This is an optimization exercise on Yosys and OpenROAD, whose aim is small area, not a production implementation. Function was checked by simulation only, so behaviour that the tests miss may differ from the original. Power figures rest on the tool's default switching activity, not on a simulated workload.

<file path="flow/run.sh">
#!/bin/bash
# The standard layout with the standard synthesis unchanged, with two changes:
#  - the port buffers are plain buf_1 cells (buffer_ports otherwise picks a delay-buffer cell)
#  - clock tree synthesis adds no dummy loads at the clock tree leaves
# The make output (every tool's log is also kept under orfs/logs) goes to standard.log.
set -euo pipefail
bash standard.sh \
  BUFFER_PORTS_ARGS="-buffer_cell sky130_fd_sc_hd__buf_1" \
  CTS_ARGS="-sink_clustering_enable -repair_clock_nets -dont_use_dummy_load -sink_clustering_size 24 -sink_clustering_max_diameter 80" \
  finish > standard.log 2>&1
</file>
<file path="standard.sh">
#!/bin/bash
# synth_recipe.tcl (not shown) runs the flow's synth.tcl, then flattens the netlist and writes it again
# the make line also repeats each setting of config.mk as NAME=value (left out here)
make -C /OpenROAD-flow-scripts/flow DESIGN_CONFIG=/design/flow/config.mk WORK_HOME=/design/flow/orfs CLKGATE_MAP_FILE= SYNTH_SCRIPT=/design/flow/synth_recipe.tcl "${@:-finish}"
</file>
<file path="config.mk">
export PLATFORM = sky130hd
export DESIGN_NAME = valu_top
export DESIGN_NICKNAME = valu_top
export VERILOG_FILES = /design/flow/design.v
export SDC_FILE = /design/flow/constraint.sdc
export NUM_CORES = 4
export LEC_CHECK = 0
export ABC_AREA = 1
export CAP_MARGIN = 20
export CORE_MARGIN = 2
export CORE_UTILIZATION = 40
export SLEW_MARGIN = 20
export SYNTH_HIERARCHICAL = 1
</file>
<file path="constraint.sdc">
create_clock -name core_clock -period 7.0 [get_ports {clk}]
set_input_delay 1.4000 -clock core_clock [delete_from_list [all_inputs] [get_ports {clk}]]
set_output_delay 1.4000 -clock core_clock [all_outputs]
set_load 0.01 [all_outputs]
</file>
<file path="design.v">
package valu_op_pkg;
  typedef enum logic [2:0] {
    VOP_MUL    = 3'b000,
    VOP_MULA   = 3'b001,
    VOP_MULTAC = 3'b010,
    VOP_ADD    = 3'b011,
    VOP_SUB    = 3'b100,
    VOP_ADDAC  = 3'b101,
    VOP_MTAC   = 3'b110
  } vop_e;
  localparam logic [2:0] VOP_ILLEGAL_CODE = 3'b111;
endpackage
package valu_ctrl_pkg;
  typedef enum logic {
    MODE_FULL = 1'b0,
    MODE_HALF = 1'b1
  } elem_mode_e;
  typedef enum logic [1:0] {
    ADDEND_ZERO  = 2'd0,
    ADDEND_B     = 2'd1,
    ADDEND_ACCUM = 2'd2
  } addend_sel_e;
  typedef struct packed {
    elem_mode_e  mode;
    addend_sel_e addend_sel;
    logic        negate_b;
  } add_ctrl_t;
  typedef struct packed {
    elem_mode_e mode;
    logic       saturate;
    logic       save_to_accum;
  } round_ctrl_t;
endpackage
import valu_op_pkg::*;
module valu_decode (
  input  logic [2:0] in_op,
  output logic       is_mul,
  output logic       add_b,
  output logic       neg_b,
  output logic       use_acc,
  output logic       save
);
  assign is_mul  = (in_op == VOP_MUL) || (in_op == VOP_MULA) || (in_op == VOP_MULTAC);
  assign add_b   = (in_op == VOP_ADD) || (in_op == VOP_SUB);
  assign neg_b   = (in_op == VOP_SUB);
  assign use_acc = (in_op == VOP_MULA) || (in_op == VOP_ADDAC);
  assign save    = (in_op == VOP_MULTAC) || (in_op == VOP_MTAC);
endmodule
module valu_fa (
  input  logic x,
  input  logic y,
  input  logic z,
  output logic s,
  output logic c
);
  assign s = x ^ y ^ z;
  assign c = (x & y) | (x & z) | (y & z);
endmodule
module valu_add (
  input  logic [15:0] a,
  input  logic [15:0] b,
  input  logic        half,
  input  logic        frac,
  input  logic        is_mul,
  input  logic        add_b,
  input  logic        neg_b,
  output logic [17:0] q
);
  logic mul;
  assign mul = is_mul;
  wire n1 = b[7] & ~half;
  wire n2 = a[0] & ~half;
  wire n3 = a[1] & ~half;
  wire n4 = a[2] & ~half;
  wire n5 = a[3] & ~half;
  wire n6 = a[4] & ~half;
  wire n7 = a[5] & ~half;
  wire n8 = a[6] & ~half;
  wire n9 = a[7] & ~half;
  wire n10 = a[8] & ~half;
  wire n11 = a[9] & ~half;
  wire n12 = a[10] & ~half;
  wire n13 = a[11] & ~half;
  wire n14 = a[12] & ~half;
  wire n15 = a[13] & ~half;
  wire n16 = a[14] & ~half;
  wire n17 = a[15] & ~half;
  wire n18 = half ? a[7] : a[8];
  wire n19 = ~half;
  wire n20 = mul ? (b[0] ^ 1'b0) : 1'b1;
  wire n21 = mul & ((b[1] & ~b[0] & ~1'b0) | (~b[1] & b[0] & 1'b0));
  wire n22 = mul & b[1];
  wire n23 = n22 ^ half;
  wire n24 = n22 & ~half;
  wire n25 = ((a[0] & n20) | (1'b0 & n21)) ^ n22;
  wire n26 = ((a[1] & n20) | (a[0] & n21)) ^ n22;
  wire n27 = ((a[2] & n20) | (a[1] & n21)) ^ n22;
  wire n28 = ((a[3] & n20) | (a[2] & n21)) ^ n22;
  wire n29 = ((a[4] & n20) | (a[3] & n21)) ^ n22;
  wire n30 = ((a[5] & n20) | (a[4] & n21)) ^ n22;
  wire n31 = ((a[6] & n20) | (a[5] & n21)) ^ n22;
  wire n32 = ((a[7] & n20) | (a[6] & n21)) ^ n22;
  wire n33 = ((n18 & n20) | (a[7] & n21)) ^ n23;
  wire n34 = ((n11 & n20) | (n10 & n21)) ^ n24;
  wire n35 = ((n12 & n20) | (n11 & n21)) ^ n24;
  wire n36 = ((n13 & n20) | (n12 & n21)) ^ n24;
  wire n37 = ((n14 & n20) | (n13 & n21)) ^ n24;
  wire n38 = ((n15 & n20) | (n14 & n21)) ^ n24;
  wire n39 = ((n16 & n20) | (n15 & n21)) ^ n24;
  wire n40 = ((n17 & n20) | (n16 & n21)) ^ n24;
  wire n41 = ~(((n17 & n20) | (n17 & n21)) ^ n24);
  wire n42 = mul & (b[2] ^ b[1]);
  wire n43 = mul & ((b[3] & ~b[2] & ~b[1]) | (~b[3] & b[2] & b[1]));
  wire n44 = mul & b[3];
  wire n45 = n44 ^ half;
  wire n46 = n44 & ~half;
  wire n47 = ((a[0] & n42) | (1'b0 & n43)) ^ n44;
  wire n48 = ((a[1] & n42) | (a[0] & n43)) ^ n44;
  wire n49 = ((a[2] & n42) | (a[1] & n43)) ^ n44;
  wire n50 = ((a[3] & n42) | (a[2] & n43)) ^ n44;
  wire n51 = ((a[4] & n42) | (a[3] & n43)) ^ n44;
  wire n52 = ((a[5] & n42) | (a[4] & n43)) ^ n44;
  wire n53 = ((a[6] & n42) | (a[5] & n43)) ^ n44;
  wire n54 = ((a[7] & n42) | (a[6] & n43)) ^ n44;
  wire n55 = ((n18 & n42) | (a[7] & n43)) ^ n45;
  wire n56 = ((n11 & n42) | (n10 & n43)) ^ n46;
  wire n57 = ((n12 & n42) | (n11 & n43)) ^ n46;
  wire n58 = ((n13 & n42) | (n12 & n43)) ^ n46;
  wire n59 = ((n14 & n42) | (n13 & n43)) ^ n46;
  wire n60 = ((n15 & n42) | (n14 & n43)) ^ n46;
  wire n61 = ((n16 & n42) | (n15 & n43)) ^ n46;
  wire n62 = ((n17 & n42) | (n16 & n43)) ^ n46;
  wire n63 = ~(((n17 & n42) | (n17 & n43)) ^ n46);
  wire n64 = mul & (b[4] ^ b[3]);
  wire n65 = mul & ((b[5] & ~b[4] & ~b[3]) | (~b[5] & b[4] & b[3]));
  wire n66 = mul & b[5];
  wire n67 = n66 ^ half;
  wire n68 = n66 & ~half;
  wire n69 = ((a[0] & n64) | (1'b0 & n65)) ^ n66;
  wire n70 = ((a[1] & n64) | (a[0] & n65)) ^ n66;
  wire n71 = ((a[2] & n64) | (a[1] & n65)) ^ n66;
  wire n72 = ((a[3] & n64) | (a[2] & n65)) ^ n66;
  wire n73 = ((a[4] & n64) | (a[3] & n65)) ^ n66;
  wire n74 = ((a[5] & n64) | (a[4] & n65)) ^ n66;
  wire n75 = ((a[6] & n64) | (a[5] & n65)) ^ n66;
  wire n76 = ((a[7] & n64) | (a[6] & n65)) ^ n66;
  wire n77 = ((n18 & n64) | (a[7] & n65)) ^ n67;
  wire n78 = ((n11 & n64) | (n10 & n65)) ^ n68;
  wire n79 = ((n12 & n64) | (n11 & n65)) ^ n68;
  wire n80 = ((n13 & n64) | (n12 & n65)) ^ n68;
  wire n81 = ((n14 & n64) | (n13 & n65)) ^ n68;
  wire n82 = ((n15 & n64) | (n14 & n65)) ^ n68;
  wire n83 = ((n16 & n64) | (n15 & n65)) ^ n68;
  wire n84 = ((n17 & n64) | (n16 & n65)) ^ n68;
  wire n85 = ~(((n17 & n64) | (n17 & n65)) ^ n68);
  wire n86 = mul & (b[6] ^ b[5]);
  wire n87 = mul & ((b[7] & ~b[6] & ~b[5]) | (~b[7] & b[6] & b[5]));
  wire n88 = mul & b[7];
  wire n89 = n88 ^ half;
  wire n90 = n88 & ~half;
  wire n91 = ((a[0] & n86) | (1'b0 & n87)) ^ n88;
  wire n92 = ((a[1] & n86) | (a[0] & n87)) ^ n88;
  wire n93 = ((a[2] & n86) | (a[1] & n87)) ^ n88;
  wire n94 = ((a[3] & n86) | (a[2] & n87)) ^ n88;
  wire n95 = ((a[4] & n86) | (a[3] & n87)) ^ n88;
  wire n96 = ((a[5] & n86) | (a[4] & n87)) ^ n88;
  wire n97 = ((a[6] & n86) | (a[5] & n87)) ^ n88;
  wire n98 = ((a[7] & n86) | (a[6] & n87)) ^ n88;
  wire n99 = ((n18 & n86) | (a[7] & n87)) ^ n89;
  wire n100 = ((n11 & n86) | (n10 & n87)) ^ n90;
  wire n101 = ((n12 & n86) | (n11 & n87)) ^ n90;
  wire n102 = ((n13 & n86) | (n12 & n87)) ^ n90;
  wire n103 = ((n14 & n86) | (n13 & n87)) ^ n90;
  wire n104 = ((n15 & n86) | (n14 & n87)) ^ n90;
  wire n105 = ((n16 & n86) | (n15 & n87)) ^ n90;
  wire n106 = ((n17 & n86) | (n16 & n87)) ^ n90;
  wire n107 = ~(((n17 & n86) | (n17 & n87)) ^ n90);
  wire n108 = mul ? (b[8] ^ n1) : half;
  wire n109 = mul & ((b[9] & ~b[8] & ~n1) | (~b[9] & b[8] & n1));
  wire n110 = mul & b[9];
  wire n111 = n110 & ~half;
  wire n112 = n110 & half;
  wire n113 = ((n2 & n108) | (1'b0 & n109)) ^ n111;
  wire n114 = ((n3 & n108) | (n2 & n109)) ^ n111;
  wire n115 = ((n4 & n108) | (n3 & n109)) ^ n111;
  wire n116 = ((n5 & n108) | (n4 & n109)) ^ n111;
  wire n117 = ((n6 & n108) | (n5 & n109)) ^ n111;
  wire n118 = ((n7 & n108) | (n6 & n109)) ^ n111;
  wire n119 = ((n8 & n108) | (n7 & n109)) ^ n111;
  wire n120 = ((n9 & n108) | (n8 & n109)) ^ n111;
  wire n121 = ((a[8] & n108) | (n9 & n109)) ^ n110;
  wire n122 = ((a[9] & n108) | (a[8] & n109)) ^ n110;
  wire n123 = ((a[10] & n108) | (a[9] & n109)) ^ n110;
  wire n124 = ((a[11] & n108) | (a[10] & n109)) ^ n110;
  wire n125 = ((a[12] & n108) | (a[11] & n109)) ^ n110;
  wire n126 = ((a[13] & n108) | (a[12] & n109)) ^ n110;
  wire n127 = ((a[14] & n108) | (a[13] & n109)) ^ n110;
  wire n128 = ((a[15] & n108) | (a[14] & n109)) ^ n110;
  wire n129 = ~(((a[15] & n108) | (a[15] & n109)) ^ n110);
  wire n130 = mul & (b[10] ^ b[9]);
  wire n131 = mul & ((b[11] & ~b[10] & ~b[9]) | (~b[11] & b[10] & b[9]));
  wire n132 = mul & b[11];
  wire n133 = n132 & ~half;
  wire n134 = n132 & half;
  wire n135 = ((n2 & n130) | (1'b0 & n131)) ^ n133;
  wire n136 = ((n3 & n130) | (n2 & n131)) ^ n133;
  wire n137 = ((n4 & n130) | (n3 & n131)) ^ n133;
  wire n138 = ((n5 & n130) | (n4 & n131)) ^ n133;
  wire n139 = ((n6 & n130) | (n5 & n131)) ^ n133;
  wire n140 = ((n7 & n130) | (n6 & n131)) ^ n133;
  wire n141 = ((n8 & n130) | (n7 & n131)) ^ n133;
  wire n142 = ((n9 & n130) | (n8 & n131)) ^ n133;
  wire n143 = ((a[8] & n130) | (n9 & n131)) ^ n132;
  wire n144 = ((a[9] & n130) | (a[8] & n131)) ^ n132;
  wire n145 = ((a[10] & n130) | (a[9] & n131)) ^ n132;
  wire n146 = ((a[11] & n130) | (a[10] & n131)) ^ n132;
  wire n147 = ((a[12] & n130) | (a[11] & n131)) ^ n132;
  wire n148 = ((a[13] & n130) | (a[12] & n131)) ^ n132;
  wire n149 = ((a[14] & n130) | (a[13] & n131)) ^ n132;
  wire n150 = ((a[15] & n130) | (a[14] & n131)) ^ n132;
  wire n151 = ~(((a[15] & n130) | (a[15] & n131)) ^ n132);
  wire n152 = mul & (b[12] ^ b[11]);
  wire n153 = mul & ((b[13] & ~b[12] & ~b[11]) | (~b[13] & b[12] & b[11]));
  wire n154 = mul & b[13];
  wire n155 = n154 & ~half;
  wire n156 = n154 & half;
  wire n157 = ((n2 & n152) | (1'b0 & n153)) ^ n155;
  wire n158 = ((n3 & n152) | (n2 & n153)) ^ n155;
  wire n159 = ((n4 & n152) | (n3 & n153)) ^ n155;
  wire n160 = ((n5 & n152) | (n4 & n153)) ^ n155;
  wire n161 = ((n6 & n152) | (n5 & n153)) ^ n155;
  wire n162 = ((n7 & n152) | (n6 & n153)) ^ n155;
  wire n163 = ((n8 & n152) | (n7 & n153)) ^ n155;
  wire n164 = ((n9 & n152) | (n8 & n153)) ^ n155;
  wire n165 = ((a[8] & n152) | (n9 & n153)) ^ n154;
  wire n166 = ((a[9] & n152) | (a[8] & n153)) ^ n154;
  wire n167 = ((a[10] & n152) | (a[9] & n153)) ^ n154;
  wire n168 = ((a[11] & n152) | (a[10] & n153)) ^ n154;
  wire n169 = ((a[12] & n152) | (a[11] & n153)) ^ n154;
  wire n170 = ((a[13] & n152) | (a[12] & n153)) ^ n154;
  wire n171 = ((a[14] & n152) | (a[13] & n153)) ^ n154;
  wire n172 = ((a[15] & n152) | (a[14] & n153)) ^ n154;
  wire n173 = ~(((a[15] & n152) | (a[15] & n153)) ^ n154);
  wire n174 = mul & (b[14] ^ b[13]);
  wire n175 = mul & ((b[15] & ~b[14] & ~b[13]) | (~b[15] & b[14] & b[13]));
  wire n176 = mul & b[15];
  wire n177 = n176 & ~half;
  wire n178 = n176 & half;
  wire n179 = ((n2 & n174) | (1'b0 & n175)) ^ n177;
  wire n180 = ((n3 & n174) | (n2 & n175)) ^ n177;
  wire n181 = ((n4 & n174) | (n3 & n175)) ^ n177;
  wire n182 = ((n5 & n174) | (n4 & n175)) ^ n177;
  wire n183 = ((n6 & n174) | (n5 & n175)) ^ n177;
  wire n184 = ((n7 & n174) | (n6 & n175)) ^ n177;
  wire n185 = ((n8 & n174) | (n7 & n175)) ^ n177;
  wire n186 = ((n9 & n174) | (n8 & n175)) ^ n177;
  wire n187 = ((a[8] & n174) | (n9 & n175)) ^ n176;
  wire n188 = ((a[9] & n174) | (a[8] & n175)) ^ n176;
  wire n189 = ((a[10] & n174) | (a[9] & n175)) ^ n176;
  wire n190 = ((a[11] & n174) | (a[10] & n175)) ^ n176;
  wire n191 = ((a[12] & n174) | (a[11] & n175)) ^ n176;
  wire n192 = ((a[13] & n174) | (a[12] & n175)) ^ n176;
  wire n193 = ((a[14] & n174) | (a[13] & n175)) ^ n176;
  wire n194 = ((a[15] & n174) | (a[14] & n175)) ^ n176;
  wire n195 = ~(((a[15] & n174) | (a[15] & n175)) ^ n176);
  wire n196 = add_b & (b[0] ^ neg_b);
  wire n197 = add_b & (b[1] ^ neg_b);
  wire n198 = add_b & (b[2] ^ neg_b);
  wire n199 = add_b & (b[3] ^ neg_b);
  wire n200 = add_b & (b[4] ^ neg_b);
  wire n201 = add_b & (b[5] ^ neg_b);
  wire n202 = add_b & (b[6] ^ neg_b);
  wire n203 = add_b & (b[7] ^ neg_b);
  wire n204 = add_b & ((half ? b[7] : b[8]) ^ neg_b);
  wire n205 = add_b & (b[9] ^ neg_b);
  wire n206 = add_b & (b[10] ^ neg_b);
  wire n207 = add_b & (b[11] ^ neg_b);
  wire n208 = add_b & (b[12] ^ neg_b);
  wire n209 = add_b & (b[13] ^ neg_b);
  wire n210 = add_b & (b[14] ^ neg_b);
  wire n211 = add_b & (b[15] ^ neg_b);
  wire n212 = add_b & ((half ? b[8] : b[15]) ^ neg_b);
  wire n213 = add_b & (b[9] ^ neg_b);
  wire n214 = add_b & (b[10] ^ neg_b);
  wire n215 = add_b & (b[11] ^ neg_b);
  wire n216 = add_b & (b[12] ^ neg_b);
  wire n217 = add_b & (b[13] ^ neg_b);
  wire n218 = add_b & (b[14] ^ neg_b);
  wire n219 = add_b & (b[15] ^ neg_b);
  wire n220 = add_b & (b[15] ^ neg_b);
  wire n221 = neg_b & half;
  wire n222, n223;
  valu_fa fa_n222 (.x(neg_b), .y(n22), .z(n25), .s(n222), .c(n223));
  wire n224, n225;
  valu_fa fa_n224 (.x(n26), .y(n223), .z(n197), .s(n224), .c(n225));
  wire n226, n227;
  valu_fa fa_n226 (.x(n44), .y(n27), .z(n47), .s(n226), .c(n227));
  wire n228, n229;
  valu_fa fa_n228 (.x(n226), .y(n198), .z(n225), .s(n228), .c(n229));
  wire n230, n231;
  valu_fa fa_n230 (.x(n28), .y(n48), .z(n227), .s(n230), .c(n231));
  wire n232, n233;
  valu_fa fa_n232 (.x(n199), .y(n230), .z(n229), .s(n232), .c(n233));
  wire n234, n235;
  valu_fa fa_n234 (.x(n66), .y(n29), .z(n49), .s(n234), .c(n235));
  wire n236, n237;
  valu_fa fa_n236 (.x(n69), .y(n234), .z(n200), .s(n236), .c(n237));
  wire n238, n239;
  valu_fa fa_n238 (.x(n231), .y(n236), .z(n233), .s(n238), .c(n239));
  wire n240, n241;
  valu_fa fa_n240 (.x(n30), .y(n50), .z(n70), .s(n240), .c(n241));
  wire n242, n243;
  valu_fa fa_n242 (.x(n235), .y(n240), .z(n201), .s(n242), .c(n243));
  wire n244, n245;
  valu_fa fa_n244 (.x(n237), .y(n242), .z(n239), .s(n244), .c(n245));
  wire n246, n247;
  valu_fa fa_n246 (.x(n88), .y(n31), .z(n51), .s(n246), .c(n247));
  wire n248, n249;
  valu_fa fa_n248 (.x(n71), .y(n91), .z(n241), .s(n248), .c(n249));
  wire n250, n251;
  valu_fa fa_n250 (.x(n246), .y(n202), .z(n248), .s(n250), .c(n251));
  wire n252, n253;
  valu_fa fa_n252 (.x(n243), .y(n250), .z(n245), .s(n252), .c(n253));
  wire n254, n255;
  valu_fa fa_n254 (.x(n32), .y(n52), .z(n72), .s(n254), .c(n255));
  wire n256, n257;
  valu_fa fa_n256 (.x(n92), .y(n247), .z(n254), .s(n256), .c(n257));
  wire n258, n259;
  valu_fa fa_n258 (.x(n203), .y(n249), .z(n256), .s(n258), .c(n259));
  wire n260, n261;
  valu_fa fa_n260 (.x(n251), .y(n258), .z(n253), .s(n260), .c(n261));
  wire n262, n263;
  valu_fa fa_n262 (.x(half), .y(n111), .z(n53), .s(n262), .c(n263));
  wire n264, n265;
  valu_fa fa_n264 (.x(n73), .y(n93), .z(n33), .s(n264), .c(n265));
  wire n266, n267;
  valu_fa fa_n266 (.x(n113), .y(n255), .z(n262), .s(n266), .c(n267));
  wire n268, n269;
  valu_fa fa_n268 (.x(n204), .y(n264), .z(n257), .s(n268), .c(n269));
  wire n270, n271;
  valu_fa fa_n270 (.x(n266), .y(n259), .z(n268), .s(n270), .c(n271));
  wire n272, n273;
  valu_fa fa_n272 (.x(half), .y(n54), .z(n74), .s(n272), .c(n273));
  wire n274, n275;
  valu_fa fa_n274 (.x(n94), .y(n34), .z(n114), .s(n274), .c(n275));
  wire n276, n277;
  valu_fa fa_n276 (.x(n263), .y(n265), .z(n272), .s(n276), .c(n277));
  wire n278, n279;
  valu_fa fa_n278 (.x(n205), .y(n274), .z(n267), .s(n278), .c(n279));
  wire n280, n281;
  valu_fa fa_n280 (.x(n276), .y(n269), .z(n278), .s(n280), .c(n281));
  wire n282, n283;
  valu_fa fa_n282 (.x(n133), .y(n75), .z(n95), .s(n282), .c(n283));
  wire n284, n285;
  valu_fa fa_n284 (.x(n35), .y(n55), .z(n115), .s(n284), .c(n285));
  wire n286, n287;
  valu_fa fa_n286 (.x(n135), .y(n273), .z(n275), .s(n286), .c(n287));
  wire n288, n289;
  valu_fa fa_n288 (.x(n282), .y(n206), .z(n284), .s(n288), .c(n289));
  wire n290, n291;
  valu_fa fa_n290 (.x(n277), .y(n286), .z(n288), .s(n290), .c(n291));
  wire n292, n293;
  valu_fa fa_n292 (.x(n279), .y(n290), .z(n281), .s(n292), .c(n293));
  wire n294, n295;
  valu_fa fa_n294 (.x(half), .y(n76), .z(n96), .s(n294), .c(n295));
  wire n296, n297;
  valu_fa fa_n296 (.x(n36), .y(n56), .z(n116), .s(n296), .c(n297));
  wire n298, n299;
  valu_fa fa_n298 (.x(n136), .y(n283), .z(n285), .s(n298), .c(n299));
  wire n300, n301;
  valu_fa fa_n300 (.x(n294), .y(n207), .z(n296), .s(n300), .c(n301));
  wire n302, n303;
  valu_fa fa_n302 (.x(n287), .y(n289), .z(n298), .s(n302), .c(n303));
  wire n304, n305;
  valu_fa fa_n304 (.x(n300), .y(n291), .z(n302), .s(n304), .c(n305));
  wire n306, n307;
  valu_fa fa_n306 (.x(n155), .y(n97), .z(n37), .s(n306), .c(n307));
  wire n308, n309;
  valu_fa fa_n308 (.x(n57), .y(n77), .z(n117), .s(n308), .c(n309));
  wire n310, n311;
  valu_fa fa_n310 (.x(n137), .y(n157), .z(n295), .s(n310), .c(n311));
  wire n312, n313;
  valu_fa fa_n312 (.x(n297), .y(n208), .z(n306), .s(n312), .c(n313));
  wire n314, n315;
  valu_fa fa_n314 (.x(n308), .y(n299), .z(n310), .s(n314), .c(n315));
  wire n316, n317;
  valu_fa fa_n316 (.x(n301), .y(n312), .z(n303), .s(n316), .c(n317));
  wire n318, n319;
  valu_fa fa_n318 (.x(n314), .y(n305), .z(n316), .s(n318), .c(n319));
  wire n320, n321;
  valu_fa fa_n320 (.x(half), .y(n98), .z(n38), .s(n320), .c(n321));
  wire n322, n323;
  valu_fa fa_n322 (.x(n58), .y(n78), .z(n118), .s(n322), .c(n323));
  wire n324, n325;
  valu_fa fa_n324 (.x(n138), .y(n158), .z(n307), .s(n324), .c(n325));
  wire n326, n327;
  valu_fa fa_n326 (.x(n309), .y(n209), .z(n320), .s(n326), .c(n327));
  wire n328, n329;
  valu_fa fa_n328 (.x(n322), .y(n311), .z(n313), .s(n328), .c(n329));
  wire n330, n331;
  valu_fa fa_n330 (.x(n324), .y(n326), .z(n315), .s(n330), .c(n331));
  wire n332, n333;
  valu_fa fa_n332 (.x(n328), .y(n330), .z(n317), .s(n332), .c(n333));
  wire n334, n335;
  valu_fa fa_n334 (.x(n177), .y(n39), .z(n59), .s(n334), .c(n335));
  wire n336, n337;
  valu_fa fa_n336 (.x(n79), .y(n99), .z(n119), .s(n336), .c(n337));
  wire n338, n339;
  valu_fa fa_n338 (.x(n139), .y(n159), .z(n179), .s(n338), .c(n339));
  wire n340, n341;
  valu_fa fa_n340 (.x(n321), .y(n323), .z(n210), .s(n340), .c(n341));
  wire n342, n343;
  valu_fa fa_n342 (.x(n334), .y(n336), .z(n338), .s(n342), .c(n343));
  wire n344, n345;
  valu_fa fa_n344 (.x(n325), .y(n327), .z(n340), .s(n344), .c(n345));
  wire n346, n347;
  valu_fa fa_n346 (.x(n342), .y(n329), .z(n344), .s(n346), .c(n347));
  wire n348, n349;
  valu_fa fa_n348 (.x(n331), .y(n346), .z(n333), .s(n348), .c(n349));
  wire n350, n351;
  valu_fa fa_n350 (.x(half), .y(n40), .z(n60), .s(n350), .c(n351));
  wire n352 = n351 & ~half;
  wire n353, n354;
  valu_fa fa_n353 (.x(n80), .y(n100), .z(n120), .s(n353), .c(n354));
  wire n355 = n354 & ~half;
  wire n356, n357;
  valu_fa fa_n356 (.x(n140), .y(n160), .z(n180), .s(n356), .c(n357));
  wire n358 = n357 & ~half;
  wire n359, n360;
  valu_fa fa_n359 (.x(n335), .y(n337), .z(n339), .s(n359), .c(n360));
  wire n361 = n360 & ~half;
  wire n362, n363;
  valu_fa fa_n362 (.x(n211), .y(n350), .z(n353), .s(n362), .c(n363));
  wire n364 = n363 & ~half;
  wire n365, n366;
  valu_fa fa_n365 (.x(n356), .y(n341), .z(n343), .s(n365), .c(n366));
  wire n367 = n366 & ~half;
  wire n368, n369;
  valu_fa fa_n368 (.x(n359), .y(n362), .z(n345), .s(n368), .c(n369));
  wire n370 = n369 & ~half;
  wire n371, n372;
  valu_fa fa_n371 (.x(n365), .y(n347), .z(n368), .s(n371), .c(n372));
  wire n373 = n372 & ~half;
  wire n374 = ~(n221 ^ n112);
  wire n375 = n221 | n112;
  wire n376, n377;
  valu_fa fa_n376 (.x(n41), .y(n61), .z(n81), .s(n376), .c(n377));
  wire n378, n379;
  valu_fa fa_n378 (.x(n101), .y(n121), .z(n141), .s(n378), .c(n379));
  wire n380, n381;
  valu_fa fa_n380 (.x(n161), .y(n181), .z(n374), .s(n380), .c(n381));
  wire n382, n383;
  valu_fa fa_n382 (.x(n212), .y(n376), .z(n378), .s(n382), .c(n383));
  wire n384, n385;
  valu_fa fa_n384 (.x(n380), .y(n352), .z(n355), .s(n384), .c(n385));
  wire n386, n387;
  valu_fa fa_n386 (.x(n358), .y(n382), .z(n361), .s(n386), .c(n387));
  wire n388, n389;
  valu_fa fa_n388 (.x(n364), .y(n384), .z(n386), .s(n388), .c(n389));
  wire n390, n391;
  valu_fa fa_n390 (.x(n367), .y(n388), .z(n370), .s(n390), .c(n391));
  wire n392 = ~(n122 ^ n375);
  wire n393 = n122 | n375;
  wire n394, n395;
  valu_fa fa_n394 (.x(n62), .y(n82), .z(n102), .s(n394), .c(n395));
  wire n396, n397;
  valu_fa fa_n396 (.x(n142), .y(n162), .z(n182), .s(n396), .c(n397));
  wire n398, n399;
  valu_fa fa_n398 (.x(n377), .y(n379), .z(n381), .s(n398), .c(n399));
  wire n400, n401;
  valu_fa fa_n400 (.x(n392), .y(n213), .z(n394), .s(n400), .c(n401));
  wire n402, n403;
  valu_fa fa_n402 (.x(n396), .y(n383), .z(n398), .s(n402), .c(n403));
  wire n404, n405;
  valu_fa fa_n404 (.x(n400), .y(n385), .z(n402), .s(n404), .c(n405));
  wire n406, n407;
  valu_fa fa_n406 (.x(n387), .y(n404), .z(n389), .s(n406), .c(n407));
  wire n408, n409;
  valu_fa fa_n408 (.x(n134), .y(n123), .z(n63), .s(n408), .c(n409));
  wire n410, n411;
  valu_fa fa_n410 (.x(n83), .y(n103), .z(n143), .s(n410), .c(n411));
  wire n412, n413;
  valu_fa fa_n412 (.x(n163), .y(n183), .z(n393), .s(n412), .c(n413));
  wire n414, n415;
  valu_fa fa_n414 (.x(n395), .y(n397), .z(n214), .s(n414), .c(n415));
  wire n416, n417;
  valu_fa fa_n416 (.x(n408), .y(n410), .z(n399), .s(n416), .c(n417));
  wire n418, n419;
  valu_fa fa_n418 (.x(n412), .y(n401), .z(n414), .s(n418), .c(n419));
  wire n420, n421;
  valu_fa fa_n420 (.x(n403), .y(n416), .z(n418), .s(n420), .c(n421));
  wire n422, n423;
  valu_fa fa_n422 (.x(n405), .y(n420), .z(n407), .s(n422), .c(n423));
  wire n424 = ~(n124 ^ n144);
  wire n425 = n124 | n144;
  wire n426, n427;
  valu_fa fa_n426 (.x(n84), .y(n104), .z(n164), .s(n426), .c(n427));
  wire n428, n429;
  valu_fa fa_n428 (.x(n184), .y(n409), .z(n411), .s(n428), .c(n429));
  wire n430, n431;
  valu_fa fa_n430 (.x(n424), .y(n215), .z(n426), .s(n430), .c(n431));
  wire n432, n433;
  valu_fa fa_n432 (.x(n413), .y(n415), .z(n428), .s(n432), .c(n433));
  wire n434, n435;
  valu_fa fa_n434 (.x(n430), .y(n417), .z(n419), .s(n434), .c(n435));
  wire n436, n437;
  valu_fa fa_n436 (.x(n432), .y(n421), .z(n434), .s(n436), .c(n437));
  wire n438, n439;
  valu_fa fa_n438 (.x(n156), .y(n125), .z(n145), .s(n438), .c(n439));
  wire n440, n441;
  valu_fa fa_n440 (.x(n85), .y(n105), .z(n165), .s(n440), .c(n441));
  wire n442, n443;
  valu_fa fa_n442 (.x(n185), .y(n425), .z(n427), .s(n442), .c(n443));
  wire n444, n445;
  valu_fa fa_n444 (.x(n438), .y(n216), .z(n440), .s(n444), .c(n445));
  wire n446, n447;
  valu_fa fa_n446 (.x(n429), .y(n431), .z(n442), .s(n446), .c(n447));
  wire n448, n449;
  valu_fa fa_n448 (.x(n444), .y(n433), .z(n446), .s(n448), .c(n449));
  wire n450, n451;
  valu_fa fa_n450 (.x(n435), .y(n448), .z(n437), .s(n450), .c(n451));
  wire n452 = ~(n126 ^ n146);
  wire n453 = n126 | n146;
  wire n454, n455;
  valu_fa fa_n454 (.x(n166), .y(n106), .z(n186), .s(n454), .c(n455));
  wire n456, n457;
  valu_fa fa_n456 (.x(n439), .y(n441), .z(n452), .s(n456), .c(n457));
  wire n458, n459;
  valu_fa fa_n458 (.x(n217), .y(n454), .z(n443), .s(n458), .c(n459));
  wire n460, n461;
  valu_fa fa_n460 (.x(n445), .y(n456), .z(n447), .s(n460), .c(n461));
  wire n462, n463;
  valu_fa fa_n462 (.x(n458), .y(n449), .z(n460), .s(n462), .c(n463));
  wire n464, n465;
  valu_fa fa_n464 (.x(n178), .y(n127), .z(n147), .s(n464), .c(n465));
  wire n466, n467;
  valu_fa fa_n466 (.x(n167), .y(n107), .z(n187), .s(n466), .c(n467));
  wire n468, n469;
  valu_fa fa_n468 (.x(n453), .y(n455), .z(n464), .s(n468), .c(n469));
  wire n470, n471;
  valu_fa fa_n470 (.x(n218), .y(n466), .z(n457), .s(n470), .c(n471));
  wire n472, n473;
  valu_fa fa_n472 (.x(n468), .y(n459), .z(n470), .s(n472), .c(n473));
  wire n474, n475;
  valu_fa fa_n474 (.x(n461), .y(n472), .z(n463), .s(n474), .c(n475));
  wire n476 = ~(n128 ^ n148);
  wire n477 = n128 | n148;
  wire n478, n479;
  valu_fa fa_n478 (.x(n168), .y(n188), .z(n465), .s(n478), .c(n479));
  wire n480, n481;
  valu_fa fa_n480 (.x(n467), .y(n476), .z(n219), .s(n480), .c(n481));
  wire n482, n483;
  valu_fa fa_n482 (.x(n469), .y(n478), .z(n480), .s(n482), .c(n483));
  wire n484, n485;
  valu_fa fa_n484 (.x(n471), .y(n482), .z(n473), .s(n484), .c(n485));
  wire n486, n487;
  valu_fa fa_n486 (.x(n129), .y(n149), .z(n169), .s(n486), .c(n487));
  wire n488, n489;
  valu_fa fa_n488 (.x(n189), .y(n477), .z(n486), .s(n488), .c(n489));
  wire n490, n491;
  valu_fa fa_n490 (.x(n220), .y(n479), .z(n481), .s(n490), .c(n491));
  wire n492, n493;
  valu_fa fa_n492 (.x(n488), .y(n483), .z(n490), .s(n492), .c(n493));
  wire n494 = ~(n150 ^ n170);
  wire n495 = n150 | n170;
  wire n496, n497;
  valu_fa fa_n496 (.x(n190), .y(n487), .z(n494), .s(n496), .c(n497));
  wire n498, n499;
  valu_fa fa_n498 (.x(n489), .y(n496), .z(n491), .s(n498), .c(n499));
  wire n500, n501;
  valu_fa fa_n500 (.x(n151), .y(n171), .z(n191), .s(n500), .c(n501));
  wire n502, n503;
  valu_fa fa_n502 (.x(n495), .y(n500), .z(n497), .s(n502), .c(n503));
  wire n504 = ~(n172 ^ n192);
  wire n505 = n172 | n192;
  wire n506, n507;
  valu_fa fa_n506 (.x(n501), .y(n504), .z(n503), .s(n506), .c(n507));
  wire n508, n509;
  valu_fa fa_n508 (.x(n173), .y(n193), .z(n505), .s(n508), .c(n509));
  wire n510 = ~(n194 ^ n509);
  wire n511 = n194 | n509;
  wire n512 = n196 ^ n222;
  wire n513 = n196 & n222;
  wire n514 = n224 ^ n513;
  wire n515 = n224 & n513;
  wire n516 = n228 ^ n515;
  wire n517 = n228 & n515;
  wire n518 = n232 ^ n517;
  wire n519 = n232 & n517;
  wire n520 = n238 ^ n519;
  wire n521 = n238 & n519;
  wire n522 = n244 ^ n521;
  wire n523 = n244 & n521;
  wire n524 = n252 & 1'b0;
  wire n525 = n252 ^ 1'b0;
  wire n526 = n260 & 1'b0;
  wire n527 = n260 ^ 1'b0;
  wire n528 = n261 & n270;
  wire n529 = n261 ^ n270;
  wire n530 = n271 & n280;
  wire n531 = n271 ^ n280;
  wire n532 = n292 & 1'b0;
  wire n533 = n292 ^ 1'b0;
  wire n534 = n293 & n304;
  wire n535 = n293 ^ n304;
  wire n536 = n318 & 1'b0;
  wire n537 = n318 ^ 1'b0;
  wire n538 = n319 & n332;
  wire n539 = n319 ^ n332;
  wire n540 = n348 & 1'b0;
  wire n541 = n348 ^ 1'b0;
  wire n542 = n349 & n371;
  wire n543 = n349 ^ n371;
  wire n544 = n542 & ~half;
  wire n545 = n543 & ~half;
  wire n546 = n373 & n390;
  wire n547 = n373 ^ n390;
  wire n548 = n391 & n406;
  wire n549 = n391 ^ n406;
  wire n550 = n422 & 1'b0;
  wire n551 = n422 ^ 1'b0;
  wire n552 = n423 & n436;
  wire n553 = n423 ^ n436;
  wire n554 = n450 & 1'b0;
  wire n555 = n450 ^ 1'b0;
  wire n556 = n451 & n462;
  wire n557 = n451 ^ n462;
  wire n558 = n474 & 1'b0;
  wire n559 = n474 ^ 1'b0;
  wire n560 = n475 & n484;
  wire n561 = n475 ^ n484;
  wire n562 = n485 & n492;
  wire n563 = n485 ^ n492;
  wire n564 = n493 & n498;
  wire n565 = n493 ^ n498;
  wire n566 = n499 & n502;
  wire n567 = n499 ^ n502;
  wire n568 = n506 & 1'b0;
  wire n569 = n506 ^ 1'b0;
  wire n570 = n507 & n508;
  wire n571 = n507 ^ n508;
  wire n572 = n510 & 1'b0;
  wire n573 = n510 ^ 1'b0;
  wire n574 = n195 & n511;
  wire n575 = n195 ^ n511;
  wire n576 = 1'b1 & 1'b0;
  wire n577 = 1'b1 ^ 1'b0;
  wire n578 = n524 | (n525 & n523);
  wire n579 = n526 | (n527 & n578);
  wire n580 = n527 & n525;
  wire n581 = n530 | (n531 & n528);
  wire n582 = n531 & n529;
  wire n583 = n534 | (n535 & n532);
  wire n584 = n535 & n533;
  wire n585 = n538 | (n539 & n536);
  wire n586 = n539 & n537;
  wire n587 = n544 | (n545 & n540);
  wire n588 = n545 & n541;
  wire n589 = n548 | (n549 & n546);
  wire n590 = n549 & n547;
  wire n591 = n552 | (n553 & n550);
  wire n592 = n553 & n551;
  wire n593 = n556 | (n557 & n554);
  wire n594 = n557 & n555;
  wire n595 = n560 | (n561 & n558);
  wire n596 = n561 & n559;
  wire n597 = n564 | (n565 & n562);
  wire n598 = n565 & n563;
  wire n599 = n568 | (n569 & n566);
  wire n600 = n569 & n567;
  wire n601 = n572 | (n573 & n570);
  wire n602 = n573 & n571;
  wire n603 = n576 | (n577 & n574);
  wire n604 = n577 & n575;
  wire n605 = n528 | (n529 & n579);
  wire n606 = n529 & n580;
  wire n607 = n581 | (n582 & n579);
  wire n608 = n582 & n580;
  wire n609 = n536 | (n537 & n583);
  wire n610 = n537 & n584;
  wire n611 = n585 | (n586 & n583);
  wire n612 = n586 & n584;
  wire n613 = n546 | (n547 & n587);
  wire n614 = n547 & n588;
  wire n615 = n589 | (n590 & n587);
  wire n616 = n590 & n588;
  wire n617 = n554 | (n555 & n591);
  wire n618 = n555 & n592;
  wire n619 = n593 | (n594 & n591);
  wire n620 = n594 & n592;
  wire n621 = n562 | (n563 & n595);
  wire n622 = n563 & n596;
  wire n623 = n597 | (n598 & n595);
  wire n624 = n598 & n596;
  wire n625 = n570 | (n571 & n599);
  wire n626 = n571 & n600;
  wire n627 = n601 | (n602 & n599);
  wire n628 = n602 & n600;
  wire n629 = n532 | (n533 & n607);
  wire n630 = n533 & n608;
  wire n631 = n583 | (n584 & n607);
  wire n632 = n584 & n608;
  wire n633 = n609 | (n610 & n607);
  wire n634 = n610 & n608;
  wire n635 = n611 | (n612 & n607);
  wire n636 = n612 & n608;
  wire n637 = n550 | (n551 & n615);
  wire n638 = n551 & n616;
  wire n639 = n591 | (n592 & n615);
  wire n640 = n592 & n616;
  wire n641 = n617 | (n618 & n615);
  wire n642 = n618 & n616;
  wire n643 = n619 | (n620 & n615);
  wire n644 = n620 & n616;
  wire n645 = n566 | (n567 & n623);
  wire n646 = n567 & n624;
  wire n647 = n599 | (n600 & n623);
  wire n648 = n600 & n624;
  wire n649 = n625 | (n626 & n623);
  wire n650 = n626 & n624;
  wire n651 = n627 | (n628 & n623);
  wire n652 = n628 & n624;
  wire n653 = n540 | (n541 & n635);
  wire n654 = n541 & n636;
  wire n655 = n587 | (n588 & n635);
  wire n656 = n588 & n636;
  wire n657 = n613 | (n614 & n635);
  wire n658 = n614 & n636;
  wire n659 = n615 | (n616 & n635);
  wire n660 = n616 & n636;
  wire n661 = n637 | (n638 & n635);
  wire n662 = n638 & n636;
  wire n663 = n639 | (n640 & n635);
  wire n664 = n640 & n636;
  wire n665 = n641 | (n642 & n635);
  wire n666 = n642 & n636;
  wire n667 = n643 | (n644 & n635);
  wire n668 = n644 & n636;
  wire n669 = n574 | (n575 & n651);
  wire n670 = n575 & n652;
  wire n671 = n603 | (n604 & n651);
  wire n672 = n604 & n652;
  wire n673 = n558 | (n559 & n667);
  wire n674 = n559 & n668;
  wire n675 = n595 | (n596 & n667);
  wire n676 = n596 & n668;
  wire n677 = n621 | (n622 & n667);
  wire n678 = n622 & n668;
  wire n679 = n623 | (n624 & n667);
  wire n680 = n624 & n668;
  wire n681 = n645 | (n646 & n667);
  wire n682 = n646 & n668;
  wire n683 = n647 | (n648 & n667);
  wire n684 = n648 & n668;
  wire n685 = n649 | (n650 & n667);
  wire n686 = n650 & n668;
  wire n687 = n651 | (n652 & n667);
  wire n688 = n652 & n668;
  wire n689 = n669 | (n670 & n667);
  wire n690 = n670 & n668;
  wire n691 = n671 | (n672 & n667);
  wire n692 = n672 & n668;
  wire n693 = n525 ^ n523;
  wire n694 = n527 ^ n578;
  wire n695 = n529 ^ n579;
  wire n696 = n531 ^ n605;
  wire n697 = n533 ^ n607;
  wire n698 = n535 ^ n629;
  wire n699 = n537 ^ n631;
  wire n700 = n539 ^ n633;
  wire n701 = n541 ^ n635;
  wire n702 = n543 ^ n653;
  wire n703 = n547 ^ n655;
  wire n704 = n549 ^ n657;
  wire n705 = n551 ^ n659;
  wire n706 = n553 ^ n661;
  wire n707 = n555 ^ n663;
  wire n708 = n557 ^ n665;
  wire n709 = n559 ^ n667;
  wire n710 = n561 ^ n673;
  wire n711 = n563 ^ n675;
  wire n712 = n565 ^ n677;
  wire n713 = n567 ^ n679;
  wire n714 = n569 ^ n681;
  wire n715 = n571 ^ n683;
  wire n716 = n573 ^ n685;
  wire n717 = n575 ^ n687;
  wire n718 = n577 ^ n689;
  logic [31:0] p;
  assign p = {n718, n717, n716, n715, n714, n713, n712, n711, n710, n709, n708, n707, n706, n705, n704, n703, n702, n701, n700, n699, n698, n697, n696, n695, n694, n693, n522, n520, n518, n516, n514, n512};
  logic shift;
  assign shift = is_mul && frac;
  always_comb begin
    for (int k = 0; k < 8; k++) begin
      if (shift) q[k] = half ? p[7+k] : p[15+k];
      else       q[k] = p[k];
      if (shift)     q[9+k] = p[23+k];
      else if (half) q[9+k] = p[16+k];
      else           q[9+k] = p[8+k];
    end
    if (!half)      q[8] = 1'b1;
    else if (shift) q[8] = p[15];
    else            q[8] = p[8];
    if (is_mul)     q[17] = p[31];
    else if (half)  q[17] = p[24];
    else            q[17] = p[16];
  end
endmodule
module valu_round (
  input  logic [17:0] q,
  input  logic [15:0] acc,
  input  logic        use_acc,
  input  logic        half,
  input  logic        frac,
  output logic [15:0] r
);
  logic [17:0] d;
  logic [17:0] s;
  logic [18:0] c;
  logic        sat_hi, sat_lo;
  assign d = {acc[15], acc[15:8], half & acc[7], acc[7:0]} & {18{use_acc}};
  assign c[0] = 1'b0;
  assign s[0] = q[0] ^ d[0];
  assign c[1] = q[0] & d[0];
  for (genvar i = 1; i < 18; i++) begin : g_bit
    if (i == 8) begin : g_top
      assign s[i] = q[i] ^ d[i] ^ c[i];
    end else begin : g_fa
      valu_fa valu_fa_i (.x(q[i]), .y(d[i]), .z(c[i]), .s(s[i]), .c(c[i+1]));
    end
  end
  logic [7:0] gg, pp;
  logic [3:0] g2, p2;
  logic [1:0] g4;
  assign gg = q[7:0] & d[7:0];
  assign pp = q[7:0] | d[7:0];
  for (genvar k = 0; k < 4; k++) begin : g_la2
    assign g2[k] = gg[2*k+1] | (pp[2*k+1] & gg[2*k]);
    assign p2[k] = pp[2*k+1] & pp[2*k];
  end
  assign g4[0] = g2[1] | (p2[1] & g2[0]);
  assign g4[1] = g2[3] | (p2[3] & g2[2]);
  assign c[9]  = ~half & (g4[1] | (p2[3] & p2[2] & g4[0]));
  assign sat_hi = frac && (s[17] != s[16]);
  assign sat_lo = frac && (s[8] != s[7]);
  always_comb begin
    r[15:8] = sat_hi ? {s[17], {7{~s[17]}}} : s[16:9];
    if (half) r[7:0] = sat_lo ? {s[8], {7{~s[8]}}} : s[7:0];
    else      r[7:0] = sat_hi ? {8{~s[17]}} : s[7:0];
  end
endmodule
import valu_op_pkg::*;
module valu_top (
  input  logic                   clk,
  input  logic                   reset,
  input  logic                   in_valid,
  input  valu_op_pkg::vop_e      in_op,
  input  logic                   in_frac,
  input  logic                   in_half,
  input  logic [(4 * 16)-1:0] in_a,
  input  logic [(4 * 16)-1:0] in_b,
  output logic                   result_valid,
  output logic [(4 * 16)-1:0] result
);
  logic [63:0]     a0, b0;
  logic            frac0, half0;
  logic            is_mul, add_b, neg_b, use_acc, save;
  logic            mul0, add_b0, neg_b0, use_acc0, save0;
  logic [4*18-1:0] q_next, q1;
  logic [63:0]     r_next, r2;
  logic [63:0]     acc;
  logic            acc_set;
  logic            v0, v1, v2;
  logic            frac1, half1, acc1, save1;
  valu_decode valu_decode_i (.in_op, .is_mul, .add_b, .neg_b, .use_acc, .save);
  for (genvar l = 0; l < 4; l++) begin : g_lane
    valu_add valu_add_i (
      .a(a0[16*l +: 16]), .b(b0[16*l +: 16]), .half(half0), .frac(frac0),
      .is_mul(mul0), .add_b(add_b0), .neg_b(neg_b0), .q(q_next[18*l +: 18])
    );
    valu_round valu_round_i (
      .q(q1[18*l +: 18]), .acc(acc[16*l +: 16]), .use_acc(acc1 && acc_set), .half(half1),
      .frac(frac1),
      .r(r_next[16*l +: 16])
    );
  end
  always_ff @(posedge clk or posedge reset) begin
    if (reset) begin
      v0           <= 1'b0;
      v1           <= 1'b0;
      v2           <= 1'b0;
      result_valid <= 1'b0;
      acc_set      <= 1'b0;
    end else begin
      v0           <= in_valid;
      v1           <= v0;
      v2           <= v1;
      result_valid <= v2;
      if (v1 && save1) acc_set <= 1'b1;
    end
  end
  always_ff @(posedge clk) begin
    if (v1 && save1) acc <= r_next;
  end
  always_ff @(posedge clk) begin
    a0     <= in_a;
    b0     <= in_b;
    mul0     <= is_mul;
    add_b0   <= add_b;
    neg_b0   <= neg_b;
    use_acc0 <= use_acc;
    save0    <= save;
    frac0  <= in_frac;
    half0  <= in_half;
    q1     <= q_next;
    frac1  <= frac0;
    half1  <= half0;
    acc1   <= use_acc0;
    save1  <= save0;
    r2     <= r_next;
    result <= r2;
  end
endmodule
</file>
==> results.txt, run 1 <==
Synth:
- The count of flip-flops with a built-in enable after synthesis is 64.
- The cell accounting for the most synthesized area is sky130_fd_sc_hd__fa_1.
- Counting flops and latches in the post-synthesis netlist gives roughly 400.
- By area the synthesized netlist is led by sky130_fd_sc_hd__fa_1, sky130_fd_sc_hd__dfxtp_1, sky130_fd_sc_hd__xor2_1.
- The post-synthesis cell area is 41,700 um^2.
- The most instantiated flip-flop cell in the synthesis netlist is sky130_fd_sc_hd__dfxtp_1.
- The sequential area share after synthesis is 0.212.
- The average cell area after synthesis is 8.98 um^2.
- The count of synthesis-stage warnings from yosys is 9.
- The proportion of register bits with asynchronous set or reset after synthesis is 0.0123.
- The cell count after synthesis came out at approximately 4,600.
- When the netlist entered floorplanning its net count stood at 5,538.
- Yosys mapped the design onto 42 distinct sky130hd cell types.
- Of the post-synthesis cell area, the dominant cell type holds 0.288.
- The commonest cells after synthesis are sky130_fd_sc_hd__nand2_1, sky130_fd_sc_hd__fa_1, sky130_fd_sc_hd__xor2_1, sky130_fd_sc_hd__o22ai_1, sky130_fd_sc_hd__inv_1.
- The most frequent cell after synthesis is sky130_fd_sc_hd__nand2_1.

Critical path:
- The data required time of the worst path is 7.52 ns.
- The worst setup path is launched from a register.
- The critical path class is register to register.
- The maximum fanout count along the critical path is 14.
- The worst setup path is captured at a register.
- Data arrives at the worst endpoint at 7.14 ns.

Timing:
- The setup TNS is 0 ns.
- The fraction of the cycle the final worst path needs is 0.946.
- Setup violations remaining at the end of the flow were counted as 0.
- The hold violation count in the final report is 0.
- After layout, the worst setup slack is roughly 0.37 ns.
- The final clock skew is 0.0549 ns.
- The maximum clock frequency is 0.151 GHz.
- Measured against its own limit, the worst slew margin works out to 0.457.
- The minimum clock period is 6.63 ns.
- The number of slew-limit violations in the final report was 0.
- Setup repair after global routing left no endpoint under its margin.
- The actual transition at the worst max-transition pin is between 0.8 and 0.9 ns.

Place:
- In this run the tool buffered the top-level ports with 200 buffer cells.
- Timing analysis after detailed placement gives a worst setup slack of 0.308 ns.
- The HPWL after detailed placement is 100 mm.
- The global placement routability congestion is a little under 1.

CTS:
- The CTS sink count is 408.
- The number of hold buffers added after cts is 0.
- The CTS tree is yes.
- TritonCTS created 31 clock buffers.
- The root buffer cell is sky130_fd_sc_hd__clkbuf_16.
- In this run the number of H-tree levels came out at 1.
- Clock latency on the worst-skew pair, taken at its later pin, is between 0.6 and 0.7 ns.
- The largest buffer count on any clock path is 3.
- Clock-pin slew was measured on the worst setup and hold paths at about 0.090 ns.

Routing:
- The first TritonRoute pass finished after 5 iterations.
- Once detail routing completed, the nets flagged for antenna violations numbered 0.
- The post-route DRC violation count is 0.
- The via density per instance is 5.36.
- The number of DRC violations after detailed-routing iteration 0 is about 2,800.
- Wires add up to 123 mm.
- The vias after detailed routing is roughly 33,000.
- Dividing the detail-routed wire length by the instance count gives between 15 and 20 um.

Power and ir drop:
- The leakage power figure is 22.0 nW.
- The worst-case IR drop observed on VDD is 0.267 mV.
- Internal power comes to 0.00950 W.
- For this design the total switching power over the nets is 0.00955 W.
- The power per standard cell area is approximately 430 nW/um^2.
- Of the total power, the share spent switching nets is 0.501.
- The share of total power dissipated in combinational logic is 0.724.
- The share of total power in sequential cells is 0.192.
- The clock network power share is 0.084.

Die:
- The floorplan step defined a die boundary enclosing 107,000 um^2.
- The effective utilization at floorplan is 0.403.
- The standard cell core area is 103,000 um^2.
- The x dimension of the die is approximately 330 um.
- The floorplan has 118 rows.
- The die height is 327 um.
- During I/O placement, the number of pins put on the boundary was 201.

GRT:
- The sum of overflow across all layers after global routing is 0.
- The global-route wire length before repair is 194 mm.
- In the global route stage, overall resource usage came out at 0.230.
- The initial antenna violation count is 3.
- The via count of the first global-routing pass is 33,500.
- The maximum number of pins on one net before global-route repair is 63.

Layout:
- In the final design database the tool counted 5,708 nets.
- The growth of design area from synthesis to finish is 7.42%.
- Of the cells placed in the final design, the portion with a size suffix greater than 1 is 0.0789.

Outcome:
- The flow ran to the end and the layout has no timing, DRC or antenna violations.

Run:
- The count of max-cap constraint violations is 0.

Worst hold path:
- The worst hold path belongs to the class register to register.
-- layer usage --
layer / GRT usage / part of all wire / vias up
met5: 0 / 0 / -
met4: 0.0802 / 0.041 / 0
met3: 0.0287 / 0.070 / 256
met2: 0.363 / 0.44 / 1445
met1: 0.326 / 0.45 / 16100
li1: - / - / 15500
-- per-module statistics from Yosys, one instance, submodules excluded --
module	area, um^2	copies in the design
valu_decode	43.8	1
valu_top	8860	1
valu_add	4570	4
valu_round	653	4
valu_fa	20.0	596
-- logic make-up (layout without fill, tap and decap cells) --
group / Yosys count / in the layout / synth area share
simple gates: 1261 / 1261 / 0.131
compound gates: 897 / 897 / 0.126
fa+ha+maj: 756 / 756 / 0.335
buf+inv: 744 / 912 / 0.0751
xor+xnor: 580 / 580 / 0.122
flops: 408 / 408 / 0.212
other cells: 0 / 1 / 0
-- state kept, by name, indices dropped and copies added, names as in the netlist --
register      flops
q1               72
add_b0            1
v1                1
neg_b0            1
result           64
acc_set           1
half0             1
v0                1
frac1             1
save0             1
acc              64
v2                1
frac0             1
save1             1
mul0              1
half1             1
use_acc0          1
b0               64
acc1              1
r2               64
result_valid      1
a0               64
-- final timing paths --
kind	depth (start not counted)	startpoint	endpoint	slack [ns]
setup / recovery	25	mul0	q1[52]	0.37
hold / removal	0	r2[18]	result[18]	0.32
setup reg to reg	25	mul0	q1[52]	0.37
hold reg to reg	0	r2[18]	result[18]	0.32
max in group asynchronous	2	reset	acc_set	6.21
min in group asynchronous	2	reset	result_valid	0.59
-- power by group through the flow --
stage	registers (W)	clock network, W	logic (W)
after detailed placement	0.00372	0	0.0138
final	0.00367	0.00160	0.0138
after CTS	0.00368	0.00168	0.0139
after floorplan	0.00365	0	0.0102
after global routing	0.00374	0.00175	0.0158
after global placement	0.00372	0	0.0136
-- through the flow --
step	instance area [um^2]	hold slack, ns	cells	total power [W]	utilization
after floorplan	41700	0.310	4646	0.0139	-
after global placement	44000	0.311	6162	0.0173	0.425
after detailed placement	44000	0.312	6162	0.0175	0.425
after CTS	44800	0.325	6193	0.0192	0.433
after global routing	44800	0.335	6194	0.0213	0.433
final	44800	0.325	6195	0.0191	0.433
-- area by class of cell --
| class | instances | area [um^2] |
|---|---|---|
| tap | 1380 | 1730 |
| timing repair buffer | 297 | 1510 |
| clock buffer | 31 | 776 |
| multi-input combinational | 3494 | 29800 |
| inverter | 584 | 2200 |
| fill | 10200 | 58700 |
| sequential | 408 | 8850 |
| antenna | 1 | 2.50 |
-- layout by cell type (no fill, tap or decap), types with 64 or more instances in the layout --
cell	instances
sky130_fd_sc_hd__a21oi_1	185
sky130_fd_sc_hd__buf_1	200
sky130_fd_sc_hd__buf_4	95
sky130_fd_sc_hd__dfxtp_1	334
sky130_fd_sc_hd__edfxtp_1	64
sky130_fd_sc_hd__fa_1	600
sky130_fd_sc_hd__ha_1	156
sky130_fd_sc_hd__inv_1	453
sky130_fd_sc_hd__inv_2	113
sky130_fd_sc_hd__nand2_1	781
sky130_fd_sc_hd__nand3_1	149
sky130_fd_sc_hd__nor2_1	207
sky130_fd_sc_hd__o21ai_0	164
sky130_fd_sc_hd__o22ai_1	460
sky130_fd_sc_hd__xor2_1	540
-- critical path, cell delays in order (launching register included) --
cell,delay [ns]
sky130_fd_sc_hd__dfxtp_4,0.58
sky130_fd_sc_hd__inv_2,0.31
sky130_fd_sc_hd__nor2_1,0.21
sky130_fd_sc_hd__nor2_1,0.07
sky130_fd_sc_hd__xor2_1,0.16
sky130_fd_sc_hd__fa_1,0.43
sky130_fd_sc_hd__fa_1,0.45
sky130_fd_sc_hd__fa_1,0.43
sky130_fd_sc_hd__fa_1,0.43
sky130_fd_sc_hd__fa_1,0.45
sky130_fd_sc_hd__fa_1,0.44
sky130_fd_sc_hd__fa_1,0.45
sky130_fd_sc_hd__fa_1,0.47
sky130_fd_sc_hd__ha_1,0.32
sky130_fd_sc_hd__nand3_1,0.08
sky130_fd_sc_hd__nand3_1,0.12
sky130_fd_sc_hd__nand2_1,0.09
sky130_fd_sc_hd__nand2_1,0.12
sky130_fd_sc_hd__nand2_1,0.11
sky130_fd_sc_hd__nand2_2,0.11
sky130_fd_sc_hd__ha_1,0.22
sky130_fd_sc_hd__xor2_1,0.16
sky130_fd_sc_hd__nand2_1,0.06
sky130_fd_sc_hd__nand2_1,0.05
sky130_fd_sc_hd__nand2_1,0.05
sky130_fd_sc_hd__o21ai_1,0.09
-- what timing repair did --
item                       4_1_cts  5_1_grt
buffers inserted                 0        1
hold endpoints to repair         0        0
setup endpoints to repair        0       17
gates resized for setup          0        3
==> inputs of run 2 (changes only) <==
--- a/flow/run.sh
+++ b/flow/run.sh
@@ -6,5 +6,5 @@
 set -euo pipefail
 bash standard.sh \
   BUFFER_PORTS_ARGS="-buffer_cell sky130_fd_sc_hd__buf_1" \
-  CTS_ARGS="-sink_clustering_enable -repair_clock_nets -dont_use_dummy_load -sink_clustering_size 24 -sink_clustering_max_diameter 80" \
+  CTS_ARGS="-sink_clustering_enable -repair_clock_nets -dont_use_dummy_load -sink_clustering_size 16 -sink_clustering_max_diameter 60 -buf_list sky130_fd_sc_hd__clkbuf_8" \
   finish > standard.log 2>&1
--- a/config.mk
+++ b/config.mk
@@ -8,6 +8,6 @@
 export ABC_AREA = 1
 export CAP_MARGIN = 20
 export CORE_MARGIN = 2
-export CORE_UTILIZATION = 40
+export CORE_UTILIZATION = 60
 export SLEW_MARGIN = 20
 export SYNTH_HIERARCHICAL = 1
==> run 2 against run 1 <==
Compared with the run above:
- sequential power is essentially flat
- fmax grew 1.3%
- global-route usage grew 11 points
- first-iteration DRC count grew 21%
- largest cell class unchanged
- cell count shrank 7.1%
- worst setup slack gained 0.085 ns
- critical endpoint is now q1[70]
- sequential share of layout area grew 0.34 points
- worst hold slack lost 0.034 ns
- via count grew 0.49%
- still clean
- synthesized cell count is the same
- utilization grew 21 points
- synthesized area is the same
==> results.txt, run 2 <==
Outcome:
- The flow ran to the end and the layout has no timing, DRC or antenna violations.

Power and ir drop:
- The worst vdd rail ir drop is 0.281 mV (+5.2%).
- The internal power component came to 0.00928 W (-2.3%).
- The logic gate share of total power is 0.735 (+0.011).
- The leakage power figure is 21.9 nW (-0.38%).
- The switching power as a share of total power is 0.507 (+0.00611).
- The net load switching power is 0.00956 W (about the same).
- The share of total power in sequential cells is 0.196 (+0.004).
- The power per standard cell area is 428 nW/um^2 (+0.59%).
- The clock network power share is 0.070 (-0.014).

Synth:
- The area share of fa/ha/maj cells after synthesis is 0.335 (unchanged).
- The post-synthesis cell area is 41,700 um^2 (unchanged).
- The proportion of register bits with asynchronous set or reset after synthesis is 0.0123 (unchanged).
- The gate count after technology mapping is 4,646 (unchanged).
- The synthesized-area fraction occupied by ao, oa, aoi and oai cells was 0.126 (unchanged).
- Counting instances in the post-synthesis netlist gives the leading cell types as sky130_fd_sc_hd__nand2_1, sky130_fd_sc_hd__fa_1, sky130_fd_sc_hd__xor2_1, sky130_fd_sc_hd__o22ai_1, sky130_fd_sc_hd__inv_1.
- The share of synthesized area spent on multiplexers came to 0 (unchanged).
- The average cell area after synthesis was 8.98 um^2 (unchanged).
- The share of the synthesized area in the top cell type is 0.288 (unchanged).
- The count of cell types in the netlist came to 42 (unchanged).
- The parity-gate share of the synthesized area counting xor and xnor cells was 0.122 (unchanged).
- The number of synthesized register bits came to 408 (unchanged).
- Among all flip-flop cells after synthesis, the most frequent one is sky130_fd_sc_hd__dfxtp_1.
- The count of flip-flops with a built-in enable after synthesis was 64 (unchanged).
- The total nets after synthesis is 5,538 (unchanged).
- By area the synthesized netlist is led by sky130_fd_sc_hd__fa_1, sky130_fd_sc_hd__dfxtp_1, sky130_fd_sc_hd__xor2_1.
- The area fraction in and, or, nand and nor cells after synthesis came to 0.131 (unchanged).
- The sequential area share after synthesis is 0.212 (unchanged).
- The biggest area contributor in the post-synthesis netlist is sky130_fd_sc_hd__fa_1.
- The count of synthesis-stage warnings from yosys was 9 (unchanged).
- After synthesis, the largest family of logic cells by area is adder cells.
- In the post-synthesis netlist, the cell with the most instances is sky130_fd_sc_hd__nand2_1.

CTS:
- The largest buffer count on any clock path is 3 (unchanged).
- The insertion delay to the later sink of the worst-skew pair is 0.68 ns (+0.02 ns).
- The number of H-tree levels was 2 (+1).
- The CTS sink count came to 408 (unchanged).
- The register clock-pin slew on the reported worst setup and hold paths is 0.10 ns (about the same).
- The number of buffers added by the clock tree synthesis step is 41 (+32%).
- The number of hold buffers added after cts was 0 (unchanged).
- The root buffer cell is sky130_fd_sc_hd__clkbuf_8.
- TritonCTS built the clock tree.

Critical path:
- The maximum fanout count along the critical path came to 34 (+20).
- The critical path class is register to register.
- The data required time of the worst path is 7.58 ns (+0.06 ns).
- The data arrival at the endpoint of the critical path is 7.12 ns (-0.02 ns).
- The kind of end point of the critical path is a register.
- STA classifies the critical path startpoint as a register.

Place:
- The HPWL after detailed placement is 95.9 mm (-4.3%).
- The global placement routability congestion was 0.975 (+0.46%).
- The count of port buffers added during placement is 200 (unchanged).
- The post-placement setup slack is 0.274 ns (-0.0341 ns).

Routing:
- The vias after detailed routing is 33,400 (+0.49%).
- The wire length per cell is 20.9 um (+4.9%).
- The remaining antenna violation count after routing is 0 (unchanged).
- The routed wire length is 120 mm (-2.6%).
- The detailed-router iteration count before antenna repair is 8 (+3).
- The post-route DRC violation count is 0 (unchanged).
- The via density per instance came to 5.80 (+8.2%).
- The number of DRC violations after detailed-routing iteration 0 was 3,363 (+21%).

Die:
- The top-level I/O count is 201 (unchanged).
- The placement row count was 96 (-19%).
- The standard cell core area is 68,700 um^2 (-34%).
- The die height is 268 um (-18%).
- The die area came to 71,700 um^2 (-33%).
- The x dimension of the die was 268 um (-18%).
- The effective utilization at floorplan is 0.607 (+0.204).

GRT:
- The global-route wire length before repair came to 187 mm (-3.3%).
- The sum of overflow across all layers after global routing was 0 (unchanged).
- The via count of the first global-routing pass is 33,000 (-1.5%).
- The total routing usage reported by global routing is 0.337 (+0.107).
- The initial antenna violation count is 5 (+2).
- The maximum number of pins on one net before global-route repair is 57 (-9.5%).

Run:
- The count of max-cap constraint violations is 0 (unchanged).

Timing:
- The setup violation total in the final timing report is 0 (unchanged).
- The setup TNS is 0 ns (unchanged).
- The final clock skew is 0.0794 ns (+0.0246 ns).
- The hold slack came to 0.291 ns (-0.0339 ns).
- The minimum clock period came to 6.54 ns (-0.0846 ns).
- The hold violation count in the final report is 0 (unchanged).
- The minimum setup slack in the final design is 0.459 ns (+0.0846 ns).
- The worst slew slack as a fraction of its limit is 0.444 (-0.0133).
- Setup repair after global routing left no endpoint under its margin.
- The number of slew-limit violations in the final report was 0 (unchanged).
- The fraction of the cycle the final worst path needs was 0.934 (-0.0121).
- The actual transition at the worst max-transition pin came to 0.834 ns (+0.0219 ns).
- The maximum clock frequency is 0.153 GHz (+1.3%).

Layout:
- The top cell types in the final layout, fill and taps aside, are sky130_fd_sc_hd__nand2_1, sky130_fd_sc_hd__fa_1, sky130_fd_sc_hd__xor2_1, sky130_fd_sc_hd__o22ai_1, sky130_fd_sc_hd__inv_1.
- The largest register by flop count is q1.
- The final net count is 5,717 (+0.16%).
- The leading cell type in the layout, fill and taps excluded is sky130_fd_sc_hd__nand2_1.
- The number of flip-flops under the largest register name was 72 (unchanged).
- The growth of design area from synthesis to finish is 5.59%.
- The share of layout cells above drive strength 1 is 0.0804 (+0.00151).

Worst hold path:
- The worst hold path belongs to the class register to register.
[run 2: cell counts after synthesis]
Identical to the previous run, type by type.
[run 2: final timing paths]
kind	startpoint	end	slack [ns]	cells past startpoint
max in group asynchronous	reset	acc_set	6.09	2
worst min-delay path	r2[53]	result[53]	0.29	0
worst min register to register	r2[53]	result[53]	0.29	0
min in group asynchronous	reset	v1	0.65	2
worst max-delay path	half0	q1[70]	0.46	23
worst max register to register	half0	q1[70]	0.46	23
[run 2: through the flow]
| stage | instances | utilization | total power (W) | area (um^2) |
|---|---|---|---|---|
| after global routing | 5755 | 0.641 | 0.0210 | 44100 |
| after detailed placement | 5707 | 0.632 | 0.0174 | 43400 |
| after global placement | 5707 | 0.632 | 0.0173 | 43400 |
| final | 5755 | 0.641 | 0.0188 | 44100 |
| after CTS | 5748 | 0.640 | 0.0188 | 44000 |
| after floorplan | 4646 | - | 0.0139 | 41700 |
[run 2: power by group through the flow]
stage	clock [W]	combinational [W]	sequential (W)
after floorplan	0	0.0102	0.00365
after global placement	0	0.0135	0.00373
after detailed placement	0	0.0137	0.00372
after CTS	0.00137	0.0138	0.00368
after global routing	0.00144	0.0158	0.00375
final	0.00132	0.0138	0.00368
[run 2: Yosys stat by module, one instance, submodules excluded]
module,flops+latches,cells,area (um^2),copies in the design
valu_top,408,415,8860,1
valu_add,0,755,4570,4
valu_round,0,151,653,4
valu_fa,0,1,20.0,596
valu_decode,0,11,43.8,1
[run 2: timing repair]
item                       in CTS  in global routing
gates resized for setup         0                  0
buffers inserted                0                  6
setup endpoints to repair       0                 21
[run 2: final cells by class]
cell class | instances | area, um^2
Tap cell | 931 | 1160
Multi-Input combinational cell | 3494 | 29800
Sequential cell | 408 | 8850
Clock buffer | 41 | 564
Inverter | 584 | 2200
Fill cell | 6096 | 24600
Antenna cell | 1 | 2.50
Timing Repair Buffer | 296 | 1520
[run 2: worst max-delay path: stages (launching register included)]
cell and delay, ns:
sky130_fd_sc_hd__dfxtp_4 0.48, sky130_fd_sc_hd__inv_2 0.50, sky130_fd_sc_hd__nand2_1 0.41, sky130_fd_sc_hd__o22ai_1 0.37
sky130_fd_sc_hd__xor2_1 0.26, sky130_fd_sc_hd__fa_1 0.52, sky130_fd_sc_hd__fa_1 0.48, sky130_fd_sc_hd__fa_1 0.52
sky130_fd_sc_hd__fa_1 0.43, sky130_fd_sc_hd__fa_1 0.47, sky130_fd_sc_hd__fa_1 0.41, sky130_fd_sc_hd__ha_1 0.32
sky130_fd_sc_hd__nand2_1 0.08, sky130_fd_sc_hd__nor2_1 0.15, sky130_fd_sc_hd__inv_1 0.06, sky130_fd_sc_hd__nor2_1 0.09
sky130_fd_sc_hd__nand2_1 0.07, sky130_fd_sc_hd__nand2_2 0.14, sky130_fd_sc_hd__ha_1 0.18, sky130_fd_sc_hd__xor2_1 0.21
sky130_fd_sc_hd__nand2_1 0.07, sky130_fd_sc_hd__nand2_1 0.06, sky130_fd_sc_hd__nand2_1 0.05, sky130_fd_sc_hd__o21ai_1 0.09
[run 2: routing by layer]
metal | up-vias | routed length, um | track usage
met1 | 16200 | 52700 | 0.496
met2 | 1560 | 53500 | 0.517
met4 | 2 | 3310 | 0.0924
met3 | 199 | 10600 | 0.0554
li1 | 15500 | - | -
met5 | - | 11 | 0
[run 2: logic make-up (layout without fill, tap and decap cells)]
logic type	count (synthesis)	count (layout)
buf+inv	744	921
compound gates	897	897
fa+ha+maj	756	756
flops	408	408
xor+xnor	580	580
other cells	0	1
simple gates	1261	1261

## static timing again, ports no longer ideal
The results above use ideal ports. As a check the final layouts listed here were re-extracted and re-timed, cells and wires unchanged. Step 1, drivers: a clkbuf_16 drives clk and a buf_2 each remaining input, both assumed. Step 2 also shifts input and output timing later by t, the mid clock arrival at the registers, as if the neighbouring blocks saw the same clock. Three values: ideal, step 1, step 2; two values: the first two.
run | t (ns) | setup slack, ns | worst setup path after step 2 | slew at the worst register clock pin (ns) | worst slew at a driven data input, ns
run 1 | 0.702 | 0.375 / 0.375 / 0.375 | register to register | 0.09 / 0.09 | 0.09
run 2 | 0.703 | 0.459 / 0.459 / 0.459 | register to register | 0.10 / 0.10 | 0.10
After both steps every run listed still meets setup and hold.
